Context: an optimization exercise on an open-source flow, tuned for small area, a short achievable clock period and few clock cycles. The choices shown serve that exercise and are no tape-out recipe. RTL that was checked went through simulation tests only; none was proved equivalent to the original. Power is estimated from default activity; no workload was simulated.

JK:
Design rtc_fields_to_epoch_seconds_unit, start of the top module:
module rtc_fields_to_epoch_seconds_unit (
  input  logic      clk,
  input  logic      rst,
  input  logic      start,
  output logic      busy,
  input  rfes_pkg::rfes_in_t  fields,
  output logic      done,
  output rfes_pkg::rfes_out_t result,
  input  logic      cfg_write,
  input  logic      cfg_index,
  input  logic      cfg_data
);
  logic        bcd_mode;
  logic        twelve_hour_mode;
  always_ff @(posedge clk) begin
    if (rst) begin
      bcd_mode         <= 1'b1;
      twelve_hour_mode <= 1'b0;
    end else if (cfg_write) begin
      case (cfg_index)
        rfes_pkg::CFG_BCD_MODE:  bcd_mode         <= cfg_data;
        rfes_pkg::CFG_TWELVE_HR: twelve_hour_mode <= cfg_data;
        default:       bcd_mode         <= bcd_mode;
      endcase
    end
  end
  assign busy = 1'b0;
  logic [5:0]  sec6;
  logic [5:0]  min6;
  logic [4:0]  hv5;
  logic [4:0]  day5;
  logic [6:0]  yr7;
  logic [3:0]  mon4;
  logic [3:0]  h4;
  logic [4:0]  hr5;
  logic        leap;
  logic [3:0]  ml;
  logic [1:0]  fields_r;
  logic        err_sec, err_min, err_hr, err_day, err_mon, err_yr, err_all;
  logic t0;
  logic t1;
  logic t2;
  logic t3;
  logic t4;
  logic t5;
  logic t6;
  logic t7;
  logic t8;
  logic t9;
  logic t10;
  logic t11;
  logic t12;
  logic t13;
  logic t14;
  logic t15;
  logic t16;
  logic t17;
  logic t18;
  logic t19;
  logic t20;
  logic t21;
  logic t22;
  logic t23;
  logic t24;
  logic t25;
  logic t26;
  logic t27;
  logic t28;
  logic t29;
  logic t30;
  logic t31;
  logic t32;
  logic t33;
  logic t34;
  logic t35;
  logic t36;
  ...
Size: ~720 cells after synthesis, about 89 I/O pins, about 0.0073 mm^2 of cells after synthesis.
Settings: LEC_CHECK=0, CAP_MARGIN=20, CORE_MARGIN=2, CORE_UTILIZATION=40, CTS_BUF_LIST=sky130_fd_sc_hd__clkbuf_8, SETUP_SLACK_MARGIN=5.0, SLEW_MARGIN=20; clock period 8.0 ns.
standard.sh (not shown) runs the stock make flow with config.mk's settings and CLKGATE_MAP_FILE= SYNTH_SCRIPT=/design/flow/synth_recipe.tcl, a recipe that flattens the netlist after the stock synthesis.
==> flow/flow/run.sh <==
#!/bin/bash
# Standard layout, with the port buffers made of the smallest buffer cell,
# Yosys's generic fine-grained ABC pass skipped (so that the adders written as
# gates reach full-adder extraction as written), and clock tree synthesis
# without dummy loads.
set -euo pipefail
bash standard.sh SYNTH_ARGS=-noabc BUFFER_PORTS_ARGS="-buffer_cell sky130_fd_sc_hd__buf_1" \
  CTS_ARGS="-sink_clustering_enable -repair_clock_nets -buf_list sky130_fd_sc_hd__clkbuf_8 -dont_use_dummy_load" \
  finish > standard_flow.log 2>&1
## Diff of input files: MS against JK
diff --git a/flow/design.v b/flow/design.v
--- a/flow/design.v
+++ b/flow/design.v
@@ -661,40 +661,40 @@
   logic [3:0]  mona;
   logic [2:0]  monb;
   assign mona[0] = (mon4 == 4'd1) || (mon4 == 4'd5) || (mon4 == 4'd9);
   assign mona[1] = (mon4 == 4'd2) || (mon4 == 4'd6) || (mon4 == 4'd10);
   assign mona[2] = (mon4 == 4'd3) || (mon4 == 4'd7) || (mon4 == 4'd11);
   assign mona[3] = (mon4 == 4'd4) || (mon4 == 4'd8) || (mon4 == 4'd12);
   assign monb[0] = (mon4 == 4'd1) || (mon4 == 4'd2) || (mon4 == 4'd3) || (mon4 == 4'd4);
   assign monb[1] = (mon4 == 4'd5) || (mon4 == 4'd6) || (mon4 == 4'd7) || (mon4 == 4'd8);
   assign monb[2] = (mon4 == 4'd9) || (mon4 == 4'd10) || (mon4 == 4'd11) || (mon4 == 4'd12);
   logic        v_q;
-  logic [1:0]  errs_q;
+  logic [5:0]  errs_q;
   logic        err_q;
   logic [4:0]  q_q;
   logic [1:0]  r_q;
   logic [3:0]  mona_q;   
   logic [2:0]  monb_q;   
   logic [4:0]  day_q;
   logic [4:0]  hr_q;
   logic [5:0]  min_q;
   logic [5:0]  sec_q;
   logic        leap_q;
   always_ff @(posedge clk) begin
     if (rst) begin
       v_q <= 1'b0;
     end else begin
       v_q <= start;
     end
   end
   always_ff @(posedge clk) begin
-    errs_q <= {err_day, err_sec || err_min || err_hr || err_mon || err_yr};
+    errs_q <= {err_sec, err_min, err_hr, err_day, err_mon, err_yr};
     q_q   <= yr7[6:2];
     r_q   <= fields_r;
     mona_q <= mona;
     monb_q <= monb;
     day_q <= day5;
     hr_q  <= hr5;
     min_q <= min6;
     sec_q <= sec6;
     leap_q <= leap;
   end
Notes after the runs:
JK reports its endpoint of the worst setup timing path as errs_q[1] while MS reports day_q[4]. Lower path depth of the worst reg2reg path among JK and MS: MS. [compare] base=JK new=MS: synthesized area has increased, total of flip-flops plus latches after synthesis has increased, multi-input combinational cell count now sits lower, sequential cell count grew by 3.1%, overall power of the completed layout now sits higher. As far as maximum level of the CTS H-tree is concerned, MS and JK perform about the same. Looking at fraction of standard cell area that is sequential across JK and MS, the one that comes out lower is JK.
Testbench counts of MS, summed over its fixed seeds: cycles 2,144.
For JK, only the layout was checked, not whether the RTL still works.

* * *

## main
rtc_fields_to_epoch_seconds_unit, a different RTL version from the one above (not shown whole).
Size: ~150 flip-flops, roughly 7600 µm² of cells after synthesis.
==> flow/design.v (excerpt) <==
module rtc_fields_to_epoch_seconds_unit (
  input  logic      clk,
  input  logic      rst,
  input  logic      start,
  output logic      busy,
  input  rfes_pkg::rfes_in_t  fields,
  output logic      done,
  output rfes_pkg::rfes_out_t result,
  input  logic      cfg_write,
  input  logic      cfg_index,
  input  logic      cfg_data
);
  logic        bcd_mode;
  logic        twelve_hour_mode;
  always_ff @(posedge clk) begin
    if (rst) begin
      bcd_mode         <= 1'b1;
      twelve_hour_mode <= 1'b0;
    end else if (cfg_write) begin
      case (cfg_index)
        rfes_pkg::CFG_BCD_MODE:  bcd_mode         <= cfg_data;
        rfes_pkg::CFG_TWELVE_HR: twelve_hour_mode <= cfg_data;
        default:       bcd_mode         <= bcd_mode;
      endcase
    end
  end
  assign busy = 1'b0;
  logic [5:0]  sec6;
  logic [5:0]  min6;
  logic [4:0]  hv5;
  logic [4:0]  day5;
  logic [6:0]  yr7;
  logic [3:0]  mon4;
  logic [3:0]  h4;
  logic [4:0]  hr5;
  logic        leap;
  logic [3:0]  ml;
  logic [1:0]  fields_r;
  logic        err_sec, err_min, err_hr, err_day, err_mon, err_yr, err_all;
  logic t0;
  logic t1;
  logic t2;
  logic t3;
  logic t4;
  logic t5;
  logic t6;
  logic t7;
  logic t8;
  logic t9;
  logic t10;
  logic t11;
  logic t12;
  logic t13;
  logic t14;
  logic t15;
  logic t16;
  logic t17;
  logic t18;
  logic t19;
  logic t20;
  logic t21;
  logic t22;
  logic t23;
  logic t24;
  logic t25;
  logic t26;
  logic t27;
  logic t28;
  logic t29;
  logic t30;
  logic t31;
  logic t32;
  logic t33;
  logic t34;
  logic t35;
  logic t36;
  logic t37;
  logic t38;
  logic t39;
  logic t40;
  logic t41;
  logic t42;
  logic t43;
  logic t44;
  logic t45;
  logic t46;
  logic t47;
  logic t48;
  logic t49;
  logic t50;
  logic t51;
  logic t52;
  logic t53;
  logic t54;
  logic t55;
  logic t56;
  logic t57;
  logic t58;
  logic t59;
  logic t60;
  logic t61;
  logic t62;
  logic t63;
  logic t64;
  logic t65;
  logic t66;
  logic t67;
  logic t68;
  logic t69;
  logic t70;
  ...
export LEC_CHECK = 0
export CAP_MARGIN = 20
export CORE_MARGIN = 2
export CORE_UTILIZATION = 40
export CTS_BUF_LIST = sky130_fd_sc_hd__clkbuf_8
export SETUP_SLACK_MARGIN = 5.0
export SLEW_MARGIN = 20
create_clock -name core_clock -period 8.0 [get_ports {clk}]
==> flow/flow/run.sh <==
#!/bin/bash
# Standard layout, with the port buffers made of the smallest buffer cell and
# Yosys's generic fine-grained ABC pass skipped, so that the adders written as
# gates reach full-adder extraction as written.
set -euo pipefail
bash standard.sh SYNTH_ARGS=-noabc BUFFER_PORTS_ARGS="-buffer_cell sky130_fd_sc_hd__buf_1" finish > standard_flow.log 2>&1
main: no failed stages, no open violations at the end
The inputs of the feature branch differ from those of main as listed below.
diff --git a/flow/design.v b/flow/design.v
--- a/flow/design.v
+++ b/flow/design.v
@@ -652,63 +652,74 @@
     ml[3] = !(ml[0] || ml[1] || ml[2]);
     err_day = (fields.raw_monthday == 8'd0) || rfes_pkg::day_gt(fields.raw_monthday, bcd_mode, ml);
     err_all = err_sec || err_min || err_hr || err_day || err_mon || err_yr;
     if (bcd_mode) begin
       fields_r = {fields.raw_year[1] ^ fields.raw_year[4], fields.raw_year[0]};
     end else begin
       fields_r = fields.raw_year[1:0];
     end
   end
-  logic [12:1] mon_oh;
-  assign mon_oh[1] = (mon4 == 4'd1);
-  assign mon_oh[2] = (mon4 == 4'd2);
-  assign mon_oh[3] = (mon4 == 4'd3);
-  assign mon_oh[4] = (mon4 == 4'd4);
-  assign mon_oh[5] = (mon4 == 4'd5);
-  assign mon_oh[6] = (mon4 == 4'd6);
-  assign mon_oh[7] = (mon4 == 4'd7);
-  assign mon_oh[8] = (mon4 == 4'd8);
-  assign mon_oh[9] = (mon4 == 4'd9);
-  assign mon_oh[10] = (mon4 == 4'd10);
-  assign mon_oh[11] = (mon4 == 4'd11);
-  assign mon_oh[12] = (mon4 == 4'd12);
+  logic [3:0]  mona;
+  logic [2:0]  monb;
+  assign mona[0] = (mon4 == 4'd1) || (mon4 == 4'd5) || (mon4 == 4'd9);
+  assign mona[1] = (mon4 == 4'd2) || (mon4 == 4'd6) || (mon4 == 4'd10);
+  assign mona[2] = (mon4 == 4'd3) || (mon4 == 4'd7) || (mon4 == 4'd11);
+  assign mona[3] = (mon4 == 4'd4) || (mon4 == 4'd8) || (mon4 == 4'd12);
+  assign monb[0] = (mon4 == 4'd1) || (mon4 == 4'd2) || (mon4 == 4'd3) || (mon4 == 4'd4);
+  assign monb[1] = (mon4 == 4'd5) || (mon4 == 4'd6) || (mon4 == 4'd7) || (mon4 == 4'd8);
+  assign monb[2] = (mon4 == 4'd9) || (mon4 == 4'd10) || (mon4 == 4'd11) || (mon4 == 4'd12);
   logic        v_q;
-  logic [5:0]  errs_q;
+  logic [1:0]  errs_q;
   logic        err_q;
   logic [4:0]  q_q;
   logic [1:0]  r_q;
-  logic [12:1] mon_q;    
+  logic [3:0]  mona_q;   
+  logic [2:0]  monb_q;   
   logic [4:0]  day_q;
   logic [4:0]  hr_q;
   logic [5:0]  min_q;
   logic [5:0]  sec_q;
   logic        leap_q;
   always_ff @(posedge clk) begin
     if (rst) begin
       v_q <= 1'b0;
     end else begin
       v_q <= start;
     end
   end
   always_ff @(posedge clk) begin
-    errs_q <= {err_sec, err_min, err_hr, err_day, err_mon, err_yr};
+    errs_q <= {err_day, err_sec || err_min || err_hr || err_mon || err_yr};
     q_q   <= yr7[6:2];
     r_q   <= fields_r;
-    mon_q <= mon_oh;
+    mona_q <= mona;
+    monb_q <= monb;
     day_q <= day5;
     hr_q  <= hr5;
     min_q <= min6;
     sec_q <= sec6;
     leap_q <= leap;
   end
   assign err_q = |errs_q;
   logic [31:0] epoch;
   logic [31:0] tab;
+  logic [12:1] mon_q;
+  assign mon_q[1] = mona_q[0] & monb_q[0];
+  assign mon_q[2] = mona_q[1] & monb_q[0];
+  assign mon_q[3] = mona_q[2] & monb_q[0];
+  assign mon_q[4] = mona_q[3] & monb_q[0];
+  assign mon_q[5] = mona_q[0] & monb_q[1];
+  assign mon_q[6] = mona_q[1] & monb_q[1];
+  assign mon_q[7] = mona_q[2] & monb_q[1];
+  assign mon_q[8] = mona_q[3] & monb_q[1];
+  assign mon_q[9] = mona_q[0] & monb_q[2];
+  assign mon_q[10] = mona_q[1] & monb_q[2];
+  assign mon_q[11] = mona_q[2] & monb_q[2];
+  assign mon_q[12] = mona_q[3] & monb_q[2];
   assign tab[0] = 1'b0;
   assign tab[1] = 1'b0;
   assign tab[2] = 1'b0;
   assign tab[3] = 1'b0;
   assign tab[4] = 1'b0;
   assign tab[5] = 1'b0;
   assign tab[6] = 1'b0;
   assign tab[7] = (mon_q[1] & ~leap_q) | (mon_q[2] & leap_q) | mon_q[4] | mon_q[5] | mon_q[8] | mon_q[11] | mon_q[12];
   assign tab[8] = (mon_q[1] & ~leap_q) | mon_q[5] | mon_q[7] | mon_q[8] | mon_q[10] | mon_q[11];
### Flow results
Between main and the feature branch, shortest clock period the worst path allows after layout is higher for the feature branch, main comes in under that. Status: worst hold slack parity (main, the feature branch). Y dimension of the die, the feature branch vs main: down slightly. Combinational cell fraction of total power in the feature branch is 1.3 points lower than in main. Non-filler instance count after layout came out lower on the feature branch than on main. Looking at global-route usage, the feature branch sits 0.44 points above main. [the feature branch vs main] highest attainable clock frequency: lower in the feature branch. Measured against each other, main and the feature branch differ in setup slack, the lower figure coming from the feature branch. In the feature branch the actual slew at the worst max-slew pin turned out 0.047 ns lower than in main. Taking main as the reference, in the feature branch pin count of the biggest net entering global routing went up by 3; global-route wire length before repair went up by 100 µm. Overall power after layout (the feature branch vs. main) decreases slightly.
No functional check of the RTL was part of any run of this note.

==> port drivers added, routing unchanged <==
The results above use ideal ports. As a check the final layouts listed here were re-extracted and re-timed, cells and wires unchanged.
Step 1 (the two cells are an assumption about what drives the block):
set clk [get_ports {clk}]
set_driving_cell -lib_cell sky130_fd_sc_hd__clkbuf_16 $clk
set_driving_cell -lib_cell sky130_fd_sc_hd__buf_2 [delete_from_list [all_inputs] $clk]
Step 2 moves the port delays by t, midway between the first and last clock arrival at a register: inputs arrive t later, outputs are due t later. That takes back most of the time a late clock gives input paths.
Three values: ideal ports, drivers, drivers and shift; two values: the first two.
run | shift t [ns] | setup WS [ns] | clock arrival spread, ns | pins driven straight from the clock port
JK | 0.469 | 5.173 / 5.184 / 4.715 | 0.022 / 0.022 | 1
MS | 0.458 | 5.179 / 5.194 / 4.736 | 0.032 / 0.031 | 1
main | 0.472 | 5.182 / 5.195 / 4.723 | 0.014 / 0.014 | 1
the feature branch | 0.476 | 5.101 / 5.105 / 4.629 | 0.011 / 0.011 | 1
After both steps setup and hold are still met in every run listed. The setup slack of the feature branch, which loses most, moves by +0.004 ns with the drivers and by -0.472 ns with both steps.
